This is an optimization exercise on Yosys and OpenROAD, whose aim is small area, a short achievable clock period and few clock cycles per item, not a production implementation.
At most, simulation tests tie the RTL to the original design; equivalence was not proved.
Power figures rest on the tool's default switching activity, not on a simulated workload.

==> run M <==
==> flow/design.v (excerpt) <==
module cp1_responder #(
    parameter int NREG = 32,
    parameter int W    = 32
) (
    input  logic                    clk,
    input  logic                    rst,
    input  logic                    flag_clr,
    output logic                    flag_ovf,
    output logic                    flag_unf,
    input  logic                    req_valid,
    output logic                    req_ready,
    input  logic [1:0]              req_op,
    input  logic [$clog2(NREG)-1:0] req_fd,
    input  logic [$clog2(NREG)-1:0] req_fs,
    input  logic [$clog2(NREG)-1:0] req_ft,
    input  logic [W-1:0]            req_wdata,
    output logic                    rsp_valid,
    output logic [W-1:0]            rsp_data
);
    localparam int IW = $clog2(NREG);
    localparam logic [1:0] OP_ADD_S = 2'b00;
    localparam logic [1:0] OP_SUB_S = 2'b01;
    localparam logic [1:0] OP_MTC1  = 2'b10;
    localparam logic [1:0] OP_MFC1  = 2'b11;
    logic [W-1:0]  rf_q [NREG];
    logic [NREG-1:0] rf_vld_q;
    logic          rf_we;
    logic [IW-1:0] rf_waddr;
    logic          s1_valid_q, s1_arith_q, s1_sub_q, s1_we_q, s1_late_q;
    logic          s1_wait_a_q, s1_wait_b_q;
    logic [IW-1:0] s1_fd_q;
    logic [W-1:0]  op_a_q, op_b_q;
    logic          ready_q;
    logic          s2_valid_q, s2_arith_q, s2_we_q, s2_near_q, s2_sub_q;
    logic [IW-1:0] s2_fd_q;
    logic          s2_sign_q;
  ...
export LEC_CHECK = 0
export CAP_MARGIN = 20
export CORE_MARGIN = 2
export CORE_UTILIZATION = 40
export CTS_BUF_LIST = sky130_fd_sc_hd__clkbuf_8
export CTS_CLUSTER_SIZE = 24
export SETUP_SLACK_MARGIN = 2
export SLEW_MARGIN = 20
create_clock -name core_clock -period 7.0 [get_ports {clk}]
run.sh (not shown) runs the stock make flow with config.mk's settings and CLKGATE_MAP_FILE= SYNTH_SCRIPT=/design/flow/synth_recipe.tcl, a recipe that flattens the netlist after the stock synthesis.
==> inputs of run R, as changes to run M <==
--- a/flow/design.v
+++ b/flow/design.v
@@ -18,37 +18,39 @@
     output logic [W-1:0]            rsp_data
 );
     localparam int IW = $clog2(NREG);
     localparam logic [1:0] OP_ADD_S = 2'b00;
     localparam logic [1:0] OP_SUB_S = 2'b01;
     localparam logic [1:0] OP_MTC1  = 2'b10;
     localparam logic [1:0] OP_MFC1  = 2'b11;
-    logic [W-1:0]  rf_q [NREG];
+    logic [W-1:0]    rf_q [NREG];
     logic [NREG-1:0] rf_vld_q;
-    logic          rf_we;
-    logic [IW-1:0] rf_waddr;
+    logic            rf_we;
+    logic [IW-1:0]   rf_waddr;
     logic          s1_valid_q, s1_arith_q, s1_sub_q, s1_we_q, s1_late_q;
-    logic          s1_wait_a_q, s1_wait_b_q;
+    logic          s1_wait_a_q, s1_wait_b_q, s1_fa_q, s1_fb_q;
     logic [IW-1:0] s1_fd_q;
     logic [W-1:0]  op_a_q, op_b_q;
+    logic          za_q, zb_q;
     logic          ready_q;
-    logic          s2_valid_q, s2_arith_q, s2_we_q, s2_near_q, s2_sub_q;
+    logic          s2_valid_q, s2_arith_q, s2_we_q, s2_near_q, s2_sub_q, s2_late_q;
     logic [IW-1:0] s2_fd_q;
     logic          s2_sign_q;
     logic [7:0]    s2_exp_q;
     logic [23:0]   s2_big_q, s2_small_q, s2_diff_q;
-    logic          rsp_valid_q, res_we_q;
+    logic          rsp_valid_q, res_we_q, rsp_ez_q;
     logic [IW-1:0] res_fd_q;
     logic [W-1:0]  rsp_data_q;
     logic [W-1:0]  r_res;
-    logic          r_ovf, r_unf;
+    logic          r_ovf, r_unf, r_ez;
     logic          accept, req_arith, req_mtc1, req_mfc1;
     logic          hit1_a, hit1_b, hit2_a, hit2_b, hit3_a, hit3_b;
     logic          haz_a, haz_b, wait_any;
     logic [W-1:0]  rd_a, rd_b, fwd_a, fwd_b;
+    logic          fwd_za, fwd_zb;
     assign accept    = req_valid && ready_q;
     assign req_arith = !req_op[1];
     assign req_mtc1  = (req_op == OP_MTC1);
     assign req_mfc1  = (req_op == OP_MFC1);
     always_comb begin
         rd_a = '0;
         rd_b = '0;
@@ -63,92 +65,121 @@
     assign hit2_b = s2_valid_q && s2_we_q && (s2_fd_q == req_ft);
     assign hit3_a = rsp_valid_q && res_we_q && (res_fd_q == req_fs);
     assign hit3_b = rsp_valid_q && res_we_q && (res_fd_q == req_ft);
     assign haz_a    = hit1_a && s1_arith_q;
     assign haz_b    = hit1_b && s1_arith_q;
     assign wait_any = accept && req_arith && (haz_a || haz_b);
     always_comb begin
-        if (hit1_a)      fwd_a = op_a_q;
-        else if (hit2_a) fwd_a = r_res;
-        else if (hit3_a) fwd_a = rsp_data_q;
-        else             fwd_a = rd_a;
-        if (hit1_b)      fwd_b = op_a_q;
-        else if (hit2_b) fwd_b = r_res;
-        else if (hit3_b) fwd_b = rsp_data_q;
-        else             fwd_b = rd_b;
+        if (hit1_a) begin
+            fwd_a  = op_a_q;
+            fwd_za = za_q;
+        end else if (hit3_a && !hit2_a) begin
+            fwd_a  = rsp_data_q;
+            fwd_za = rsp_ez_q;
+        end else begin
+            fwd_a  = rd_a;
+            fwd_za = (rd_a[30:23] == 8'd0);
+        end
+        if (hit1_b) begin
+            fwd_b  = op_a_q;
+            fwd_zb = za_q;
+        end else if (hit3_b && !hit2_b) begin
+            fwd_b  = rsp_data_q;
+            fwd_zb = rsp_ez_q;
+        end else begin
+            fwd_b  = rd_b;
+            fwd_zb = (rd_b[30:23] == 8'd0);
+        end
     end
     always_ff @(posedge clk) begin
         if (ready_q) begin
-            op_a_q <= req_mtc1 ? req_wdata : fwd_a;
-            op_b_q <= fwd_b;
+            op_a_q      <= req_mtc1 ? req_wdata : fwd_a;
+            za_q        <= req_mtc1 ? (req_wdata[30:23] == 8'd0) : fwd_za;
+            op_b_q      <= fwd_b;
+            zb_q        <= fwd_zb;
+            s1_fa_q     <= !req_mtc1 && !hit1_a && hit2_a;
+            s1_fb_q     <= !hit1_b && hit2_b;
             s1_arith_q  <= req_arith;
             s1_sub_q    <= (req_op == OP_SUB_S);
             s1_we_q     <= !req_mfc1;
             s1_fd_q     <= req_fd;
             s1_late_q   <= req_mfc1 && haz_a;
             s1_wait_a_q <= req_arith && haz_a;
             s1_wait_b_q <= req_arith && haz_b;
         end else begin
-            if (s1_wait_a_q) op_a_q <= r_res;
-            if (s1_wait_b_q) op_b_q <= r_res;
+            if (s1_fa_q) begin
+                op_a_q <= rsp_data_q;
+                za_q   <= rsp_ez_q;
+            end
+            if (s1_fb_q) begin
+                op_b_q <= rsp_data_q;
+                zb_q   <= rsp_ez_q;
+            end
+            s1_fa_q     <= s1_wait_a_q;
+            s1_fb_q     <= s1_wait_b_q;
             s1_wait_a_q <= 1'b0;
             s1_wait_b_q <= 1'b0;
         end
     end
     always_ff @(posedge clk) begin
         if (rst) begin
             s1_valid_q <= 1'b0;
             ready_q    <= 1'b1;
         end else begin
             s1_valid_q <= ready_q ? accept : s1_valid_q;
             ready_q    <= !wait_any;
         end
     end
+    logic [W-1:0]  x_a, x_b;
+    logic          x_za, x_zb;
     logic          x_sa, x_sb, x_gt, x_eff_sub, x_near, x_age, x_odd;
     logic [7:0]    x_ea, x_eb, x_dab, x_dba, x_d;
     logic [23:0]   x_ma, x_mb, x_sh_in, x_shifted, x_d_ab, x_d_ba, x_diff;
-    logic [W-1:0]  x_pass;
-    always_comb begin
-        x_ea  = op_a_q[30:23];
-        x_eb  = op_b_q[30:23];
-        x_sa  = op_a_q[31];
-        x_sb  = op_b_q[31] ^ s1_sub_q;
-        x_ma  = {x_ea != 8'd0, op_a_q[22:0] & {23{x_ea != 8'd0}}};
-        x_mb  = {x_eb != 8'd0, op_b_q[22:0] & {23{x_eb != 8'd0}}};
-        x_gt  = (op_b_q[30:0] > op_a_q[30:0]) && (x_eb != 8'd0);
+    always_comb begin
+        x_a   = s1_fa_q ? rsp_data_q : op_a_q;
+        x_b   = s1_fb_q ? rsp_data_q : op_b_q;
+        x_za  = s1_fa_q ? rsp_ez_q : za_q;
+        x_zb  = s1_fb_q ? rsp_ez_q : zb_q;
+        x_ea  = x_a[30:23];
+        x_eb  = x_b[30:23];
+        x_sa  = x_a[31];
+        x_sb  = x_b[31] ^ s1_sub_q;
+        x_ma  = x_za ? 24'd0 : {1'b1, x_a[22:0]};
+        x_mb  = x_zb ? 24'd0 : {1'b1, x_b[22:0]};
+        x_gt  = (x_b[30:0] > x_a[30:0]) && !x_zb;
         x_eff_sub = x_sa ^ x_sb;
         x_dab = x_ea - x_eb;
         x_dba = x_eb - x_ea;
         x_age = (x_ea >= x_eb);
         x_d   = x_age ? x_dab : x_dba;
         x_sh_in   = x_age ? x_mb : x_ma;
         x_shifted = (x_d >= 8'd25) ? 24'd0 : (x_sh_in >> x_d[4:0]);
         x_near = x_eff_sub && (x_d <= 8'd1);
         x_odd   = x_ea[0] ^ x_eb[0];
         x_d_ab  = x_ma - (x_odd ? {1'b0, x_mb[23:1]} : x_mb);
         x_d_ba  = x_mb - (x_odd ? {1'b0, x_ma[23:1]} : x_ma);
         x_diff  = x_gt ? x_d_ba : x_d_ab;
-        x_pass = s1_late_q ? r_res : op_a_q;
     end
     always_ff @(posedge clk) begin
         s2_arith_q <= s1_arith_q;
         s2_we_q    <= s1_we_q;
         s2_fd_q    <= s1_fd_q;
+        s2_late_q  <= s1_late_q;
         s2_near_q  <= x_near;
         s2_sub_q   <= x_eff_sub;
         s2_small_q <= x_shifted ^ {24{x_eff_sub}};
         s2_diff_q  <= x_diff;
         if (s1_arith_q) begin
             s2_sign_q <= x_near ? (x_gt ? x_sb : x_sa) : (x_age ? x_sa : x_sb);
             s2_exp_q  <= x_age ? x_ea : x_eb;
             s2_big_q  <= x_age ? x_ma : x_mb;
         end else begin
-            s2_sign_q <= x_pass[31];
-            s2_exp_q  <= x_pass[30:23];
-            s2_big_q  <= {1'b0, x_pass[22:0]};
+            s2_sign_q <= x_a[31];
+            s2_exp_q  <= x_a[30:23];
+            s2_big_q  <= {1'b0, x_a[22:0]};
         end
     end
     always_ff @(posedge clk) begin
         if (rst) s2_valid_q <= 1'b0;
         else     s2_valid_q <= s1_valid_q && !s1_wait_a_q && !s1_wait_b_q;
     end
     logic [24:0]   f_sum;
@@ -204,29 +235,33 @@
         end else if (n_small) begin
             n_unf = 1'b1;
             n_res = {s2_sign_q, 31'd0};
         end else begin
             n_res = {s2_sign_q, s2_exp_q - {3'b000, n_lz}, n_shifted[22:0]};
         end
         if (!s2_arith_q) begin
-            r_res = {s2_sign_q, s2_exp_q, s2_big_q[22:0]};
+            r_res = s2_late_q ? rsp_data_q : {s2_sign_q, s2_exp_q, s2_big_q[22:0]};
+            r_ez  = s2_late_q ? rsp_ez_q : (s2_exp_q == 8'd0);
             r_ovf = 1'b0;
             r_unf = 1'b0;
         end else if (s2_near_q) begin
             r_res = n_res;
+            r_ez  = !n_found || n_small;
             r_ovf = 1'b0;
             r_unf = n_unf;
         end else begin
             r_res = f_res;
+            r_ez  = (s2_exp_q == 8'd0);
             r_ovf = f_ovf;
             r_unf = f_unf;
         end
     end
     always_ff @(posedge clk) begin
         rsp_data_q <= r_res;
+        rsp_ez_q   <= r_ez;
         res_we_q   <= s2_we_q;
         res_fd_q   <= s2_fd_q;
     end
     always_ff @(posedge clk) begin
         if (rst) rsp_valid_q <= 1'b0;
         else     rsp_valid_q <= s2_valid_q;
     end
Settings changed: CAP_MARGIN 20 to 25, CTS_CLUSTER_SIZE 24 to unset, SETUP_SLACK_MARGIN 2 to 3, TNS_END_PERCENT set to 30.
==> inputs of run Y, as changes to run M <==
--- a/flow/design.v
+++ b/flow/design.v
@@ -99,38 +99,44 @@
             s1_valid_q <= 1'b0;
             ready_q    <= 1'b1;
         end else begin
             s1_valid_q <= ready_q ? accept : s1_valid_q;
             ready_q    <= !wait_any;
         end
     end
-    logic          x_sa, x_sb, x_gt, x_eff_sub, x_near, x_age, x_odd;
+    logic          x_sa, x_sb, x_gt, x_eff_sub, x_near, x_age, x_agt, x_bgt;
     logic [7:0]    x_ea, x_eb, x_dab, x_dba, x_d;
-    logic [23:0]   x_ma, x_mb, x_sh_in, x_shifted, x_d_ab, x_d_ba, x_diff;
+    logic [23:0]   x_ma, x_mb, x_sh_in, x_shifted, x_d_ab, x_d_ba, x_d_ab1, x_d_ba1, x_diff;
     logic [W-1:0]  x_pass;
     always_comb begin
         x_ea  = op_a_q[30:23];
         x_eb  = op_b_q[30:23];
         x_sa  = op_a_q[31];
         x_sb  = op_b_q[31] ^ s1_sub_q;
         x_ma  = {x_ea != 8'd0, op_a_q[22:0] & {23{x_ea != 8'd0}}};
         x_mb  = {x_eb != 8'd0, op_b_q[22:0] & {23{x_eb != 8'd0}}};
         x_gt  = (op_b_q[30:0] > op_a_q[30:0]) && (x_eb != 8'd0);
         x_eff_sub = x_sa ^ x_sb;
         x_dab = x_ea - x_eb;
         x_dba = x_eb - x_ea;
         x_age = (x_ea >= x_eb);
+        x_agt = (x_ea > x_eb);
+        x_bgt = (x_eb > x_ea);
         x_d   = x_age ? x_dab : x_dba;
         x_sh_in   = x_age ? x_mb : x_ma;
         x_shifted = (x_d >= 8'd25) ? 24'd0 : (x_sh_in >> x_d[4:0]);
         x_near = x_eff_sub && (x_d <= 8'd1);
-        x_odd   = x_ea[0] ^ x_eb[0];
-        x_d_ab  = x_ma - (x_odd ? {1'b0, x_mb[23:1]} : x_mb);
-        x_d_ba  = x_mb - (x_odd ? {1'b0, x_ma[23:1]} : x_ma);
-        x_diff  = x_gt ? x_d_ba : x_d_ab;
+        x_d_ab  = x_ma - x_mb;
+        x_d_ba  = x_mb - x_ma;
+        x_d_ab1 = x_ma - {1'b0, x_mb[23:1]};
+        x_d_ba1 = x_mb - {1'b0, x_ma[23:1]};
+        if (x_agt)      x_diff = x_d_ab1;
+        else if (x_bgt) x_diff = x_d_ba1;
+        else if (x_gt)  x_diff = x_d_ba;
+        else            x_diff = x_d_ab;
         x_pass = s1_late_q ? r_res : op_a_q;
     end
     always_ff @(posedge clk) begin
         s2_arith_q <= s1_arith_q;
         s2_we_q    <= s1_we_q;
         s2_fd_q    <= s1_fd_q;
         s2_near_q  <= x_near;
Settings changed: CTS_BUF_LIST sky130_fd_sc_hd__clkbuf_8 to unset, CTS_CLUSTER_SIZE 24 to unset, SETUP_SLACK_MARGIN 2 to 3.
==> inputs of run Z, as changes to run M <==
--- a/flow/design.v
+++ b/flow/design.v
@@ -18,37 +18,39 @@
     output logic [W-1:0]            rsp_data
 );
     localparam int IW = $clog2(NREG);
     localparam logic [1:0] OP_ADD_S = 2'b00;
     localparam logic [1:0] OP_SUB_S = 2'b01;
     localparam logic [1:0] OP_MTC1  = 2'b10;
     localparam logic [1:0] OP_MFC1  = 2'b11;
-    logic [W-1:0]  rf_q [NREG];
+    logic [W-1:0]    rf_q [NREG];
     logic [NREG-1:0] rf_vld_q;
-    logic          rf_we;
-    logic [IW-1:0] rf_waddr;
+    logic            rf_we;
+    logic [IW-1:0]   rf_waddr;
     logic          s1_valid_q, s1_arith_q, s1_sub_q, s1_we_q, s1_late_q;
-    logic          s1_wait_a_q, s1_wait_b_q;
+    logic          s1_wait_a_q, s1_wait_b_q, s1_fa_q, s1_fb_q;
     logic [IW-1:0] s1_fd_q;
     logic [W-1:0]  op_a_q, op_b_q;
+    logic          za_q, zb_q;
     logic          ready_q;
-    logic          s2_valid_q, s2_arith_q, s2_we_q, s2_near_q, s2_sub_q;
+    logic          s2_valid_q, s2_arith_q, s2_we_q, s2_near_q, s2_sub_q, s2_late_q;
     logic [IW-1:0] s2_fd_q;
     logic          s2_sign_q;
     logic [7:0]    s2_exp_q;
     logic [23:0]   s2_big_q, s2_small_q, s2_diff_q;
-    logic          rsp_valid_q, res_we_q;
+    logic          rsp_valid_q, res_we_q, rsp_ez_q;
     logic [IW-1:0] res_fd_q;
     logic [W-1:0]  rsp_data_q;
     logic [W-1:0]  r_res;
-    logic          r_ovf, r_unf;
+    logic          r_ovf, r_unf, r_ez;
     logic          accept, req_arith, req_mtc1, req_mfc1;
     logic          hit1_a, hit1_b, hit2_a, hit2_b, hit3_a, hit3_b;
     logic          haz_a, haz_b, wait_any;
     logic [W-1:0]  rd_a, rd_b, fwd_a, fwd_b;
+    logic          fwd_za, fwd_zb;
     assign accept    = req_valid && ready_q;
     assign req_arith = !req_op[1];
     assign req_mtc1  = (req_op == OP_MTC1);
     assign req_mfc1  = (req_op == OP_MFC1);
     always_comb begin
         rd_a = '0;
         rd_b = '0;
@@ -63,92 +65,121 @@
     assign hit2_b = s2_valid_q && s2_we_q && (s2_fd_q == req_ft);
     assign hit3_a = rsp_valid_q && res_we_q && (res_fd_q == req_fs);
     assign hit3_b = rsp_valid_q && res_we_q && (res_fd_q == req_ft);
     assign haz_a    = hit1_a && s1_arith_q;
     assign haz_b    = hit1_b && s1_arith_q;
     assign wait_any = accept && req_arith && (haz_a || haz_b);
     always_comb begin
-        if (hit1_a)      fwd_a = op_a_q;
-        else if (hit2_a) fwd_a = r_res;
-        else if (hit3_a) fwd_a = rsp_data_q;
-        else             fwd_a = rd_a;
-        if (hit1_b)      fwd_b = op_a_q;
-        else if (hit2_b) fwd_b = r_res;
-        else if (hit3_b) fwd_b = rsp_data_q;
-        else             fwd_b = rd_b;
+        if (hit1_a) begin
+            fwd_a  = op_a_q;
+            fwd_za = za_q;
+        end else if (hit3_a && !hit2_a) begin
+            fwd_a  = rsp_data_q;
+            fwd_za = rsp_ez_q;
+        end else begin
+            fwd_a  = rd_a;
+            fwd_za = (rd_a[30:23] == 8'd0);
+        end
+        if (hit1_b) begin
+            fwd_b  = op_a_q;
+            fwd_zb = za_q;
+        end else if (hit3_b && !hit2_b) begin
+            fwd_b  = rsp_data_q;
+            fwd_zb = rsp_ez_q;
+        end else begin
+            fwd_b  = rd_b;
+            fwd_zb = (rd_b[30:23] == 8'd0);
+        end
     end
     always_ff @(posedge clk) begin
         if (ready_q) begin
-            op_a_q <= req_mtc1 ? req_wdata : fwd_a;
-            op_b_q <= fwd_b;
+            op_a_q      <= req_mtc1 ? req_wdata : fwd_a;
+            za_q        <= req_mtc1 ? (req_wdata[30:23] == 8'd0) : fwd_za;
+            op_b_q      <= fwd_b;
+            zb_q        <= fwd_zb;
+            s1_fa_q     <= !req_mtc1 && !hit1_a && hit2_a;
+            s1_fb_q     <= !hit1_b && hit2_b;
             s1_arith_q  <= req_arith;
             s1_sub_q    <= (req_op == OP_SUB_S);
             s1_we_q     <= !req_mfc1;
             s1_fd_q     <= req_fd;
             s1_late_q   <= req_mfc1 && haz_a;
             s1_wait_a_q <= req_arith && haz_a;
             s1_wait_b_q <= req_arith && haz_b;
         end else begin
-            if (s1_wait_a_q) op_a_q <= r_res;
-            if (s1_wait_b_q) op_b_q <= r_res;
+            if (s1_fa_q) begin
+                op_a_q <= rsp_data_q;
+                za_q   <= rsp_ez_q;
+            end
+            if (s1_fb_q) begin
+                op_b_q <= rsp_data_q;
+                zb_q   <= rsp_ez_q;
+            end
+            s1_fa_q     <= s1_wait_a_q;
+            s1_fb_q     <= s1_wait_b_q;
             s1_wait_a_q <= 1'b0;
             s1_wait_b_q <= 1'b0;
         end
     end
     always_ff @(posedge clk) begin
         if (rst) begin
             s1_valid_q <= 1'b0;
             ready_q    <= 1'b1;
         end else begin
             s1_valid_q <= ready_q ? accept : s1_valid_q;
             ready_q    <= !wait_any;
         end
     end
+    logic [W-1:0]  x_a, x_b;
+    logic          x_za, x_zb;
     logic          x_sa, x_sb, x_gt, x_eff_sub, x_near, x_age, x_odd;
     logic [7:0]    x_ea, x_eb, x_dab, x_dba, x_d;
     logic [23:0]   x_ma, x_mb, x_sh_in, x_shifted, x_d_ab, x_d_ba, x_diff;
-    logic [W-1:0]  x_pass;
-    always_comb begin
-        x_ea  = op_a_q[30:23];
-        x_eb  = op_b_q[30:23];
-        x_sa  = op_a_q[31];
-        x_sb  = op_b_q[31] ^ s1_sub_q;
-        x_ma  = {x_ea != 8'd0, op_a_q[22:0] & {23{x_ea != 8'd0}}};
-        x_mb  = {x_eb != 8'd0, op_b_q[22:0] & {23{x_eb != 8'd0}}};
-        x_gt  = (op_b_q[30:0] > op_a_q[30:0]) && (x_eb != 8'd0);
+    always_comb begin
+        x_a   = s1_fa_q ? rsp_data_q : op_a_q;
+        x_b   = s1_fb_q ? rsp_data_q : op_b_q;
+        x_za  = s1_fa_q ? rsp_ez_q : za_q;
+        x_zb  = s1_fb_q ? rsp_ez_q : zb_q;
+        x_ea  = x_a[30:23];
+        x_eb  = x_b[30:23];
+        x_sa  = x_a[31];
+        x_sb  = x_b[31] ^ s1_sub_q;
+        x_ma  = x_za ? 24'd0 : {1'b1, x_a[22:0]};
+        x_mb  = x_zb ? 24'd0 : {1'b1, x_b[22:0]};
+        x_gt  = (x_b[30:0] > x_a[30:0]) && !x_zb;
         x_eff_sub = x_sa ^ x_sb;
         x_dab = x_ea - x_eb;
         x_dba = x_eb - x_ea;
         x_age = (x_ea >= x_eb);
         x_d   = x_age ? x_dab : x_dba;
         x_sh_in   = x_age ? x_mb : x_ma;
         x_shifted = (x_d >= 8'd25) ? 24'd0 : (x_sh_in >> x_d[4:0]);
         x_near = x_eff_sub && (x_d <= 8'd1);
         x_odd   = x_ea[0] ^ x_eb[0];
         x_d_ab  = x_ma - (x_odd ? {1'b0, x_mb[23:1]} : x_mb);
         x_d_ba  = x_mb - (x_odd ? {1'b0, x_ma[23:1]} : x_ma);
         x_diff  = x_gt ? x_d_ba : x_d_ab;
-        x_pass = s1_late_q ? r_res : op_a_q;
     end
     always_ff @(posedge clk) begin
         s2_arith_q <= s1_arith_q;
         s2_we_q    <= s1_we_q;
         s2_fd_q    <= s1_fd_q;
+        s2_late_q  <= s1_late_q;
         s2_near_q  <= x_near;
         s2_sub_q   <= x_eff_sub;
         s2_small_q <= x_shifted ^ {24{x_eff_sub}};
         s2_diff_q  <= x_diff;
         if (s1_arith_q) begin
             s2_sign_q <= x_near ? (x_gt ? x_sb : x_sa) : (x_age ? x_sa : x_sb);
             s2_exp_q  <= x_age ? x_ea : x_eb;
             s2_big_q  <= x_age ? x_ma : x_mb;
         end else begin
-            s2_sign_q <= x_pass[31];
-            s2_exp_q  <= x_pass[30:23];
-            s2_big_q  <= {1'b0, x_pass[22:0]};
+            s2_sign_q <= x_a[31];
+            s2_exp_q  <= x_a[30:23];
+            s2_big_q  <= {1'b0, x_a[22:0]};
         end
     end
     always_ff @(posedge clk) begin
         if (rst) s2_valid_q <= 1'b0;
         else     s2_valid_q <= s1_valid_q && !s1_wait_a_q && !s1_wait_b_q;
     end
     logic [24:0]   f_sum;
@@ -204,29 +235,33 @@
         end else if (n_small) begin
             n_unf = 1'b1;
             n_res = {s2_sign_q, 31'd0};
         end else begin
             n_res = {s2_sign_q, s2_exp_q - {3'b000, n_lz}, n_shifted[22:0]};
         end
         if (!s2_arith_q) begin
-            r_res = {s2_sign_q, s2_exp_q, s2_big_q[22:0]};
+            r_res = s2_late_q ? rsp_data_q : {s2_sign_q, s2_exp_q, s2_big_q[22:0]};
+            r_ez  = s2_late_q ? rsp_ez_q : (s2_exp_q == 8'd0);
             r_ovf = 1'b0;
             r_unf = 1'b0;
         end else if (s2_near_q) begin
             r_res = n_res;
+            r_ez  = !n_found || n_small;
             r_ovf = 1'b0;
             r_unf = n_unf;
         end else begin
             r_res = f_res;
+            r_ez  = (s2_exp_q == 8'd0);
             r_ovf = f_ovf;
             r_unf = f_unf;
         end
     end
     always_ff @(posedge clk) begin
         rsp_data_q <= r_res;
+        rsp_ez_q   <= r_ez;
         res_we_q   <= s2_we_q;
         res_fd_q   <= s2_fd_q;
     end
     always_ff @(posedge clk) begin
         if (rst) rsp_valid_q <= 1'b0;
         else     rsp_valid_q <= s2_valid_q;
     end
Settings changed: CAP_MARGIN 20 to 25, CTS_CLUSTER_SIZE 24 to unset, SETUP_SLACK_MARGIN 2 to 3, TNS_END_PERCENT set to 10.
==> qor summary <==
|  | run Y | run M | run R | run Z |
|---|---|---|---|---|
| Result of the run | complete, no violations | complete, no violations | complete, no violations | complete, no violations |
| Worst r2r src | s2_diff_q[0] | op_a_q[30] | rsp_data_q[23] | s1_fb_q |
| First-pass GRT wire length | 465000 um | 442000 um | 426000 um | 425000 um |
| Die Ht | 405 um | 401 um | 400 um | 400 um |
| Flop and latch count out of synthesis | 1265 | 1265 | 1271 | 1271 |
| Resized cells post-CTS | 636 | 29 | 229 | 200 |
| Sw power | 7.76 mW | 6.24 mW | 5.56 mW | 5.58 mW |
| Clock buf count | 164 | 221 | 217 | 221 |
| Actual slew at the worst max-slew pin | 1.27 ns | 1.29 ns | 1.31 ns | 1.23 ns |
| Critical path buffer and inverter count | 4 | 2 | 6 | 2 |
| GRT met2 Usage | 61.5% | 57.6% | 51.4% | 50.9% |
| Area taken by multi-input logic gates | 30200 um2 | 25300 um2 | 26000 um2 | 25800 um2 |
| Static leakage | 28.3 nW | 25.2 nW | 26.2 nW | 26.0 nW |
| Hold path startpoint | s1_we_q | s2_we_q | s2_we_q | s2_we_q |
| Final net count | 6177 | 5673 | 5651 | 5639 |
| Number of global-route vias before repair | 56.6k | 54.2k | 52.5k | 52.7k |
| Number of tap cells inserted | 2160 | 2058 | 2058 | 2058 |
| Area Growth Syn to Fin | 25.9% | 14.9% | 18.1% | 17.5% |
| Number of buffers other than clock buffers in the final layout | 689 | 368 | 448 | 436 |
| Endpoint of the lowest-slack register-to-register path | op_b_q[30] | s2_diff_q[23] | s2_diff_q[15] | s2_diff_q[23] |
| Length in cells of the worst reg-to-reg path | 19 | 19 | 21 | 14 |
| CP Capture Point | op_b_q[30] | op_b_q[31] | s2_diff_q[15] | op_b_q[2] |
| Core region area | 160000 um2 | 156000 um2 | 156000 um2 | 156000 um2 |
Testbench counts of run R, summed over its fixed seeds: cycles 5,618, ops 4,800.
Testbench counts of run Z, summed over its fixed seeds: cycles 5,618, ops 4,800.
The RTL of run M and run Y was laid out without a check of its function.

re-timing with driven ports:
The flow's constraints put no driver on any port. The routed layouts listed below were extracted and timed again, unchanged, in two steps.
Step 1: set_driving_cell puts a clkbuf_16 on clk and a buf_2 on each other input, an assumption about the parent block.
Step 2 times the ports against the registers' clock, not the clock port: input delays grow and output delays shrink by t, the midpoint of the rising clock arrivals with the driver on.
Three values: ideal ports, drivers, drivers and shift; two values: the first two.
| run | shift t [ns] | setup WS [ns] | worst setup path after step 2 | worst data-port slew with drivers (ns) |
|---|---|---|---|---|
| run M | 1.029 | 1.992 / 2.047 / 1.018 | input to register | 0.09 |
| run R | 1.072 | 2.701 / 2.701 / 1.893 | input to register | 0.11 |
| run Y | 0.881 | 2.563 / 2.563 / 1.868 | input to register | 0.08 |
| run Z | 1.050 | 2.539 / 2.604 / 1.554 | input to register | 0.09 |
After both steps setup and hold are still met in every run listed. For run Z, which loses most, drivers alone change the setup slack by +0.065 ns; drivers and shift together by -0.985 ns.
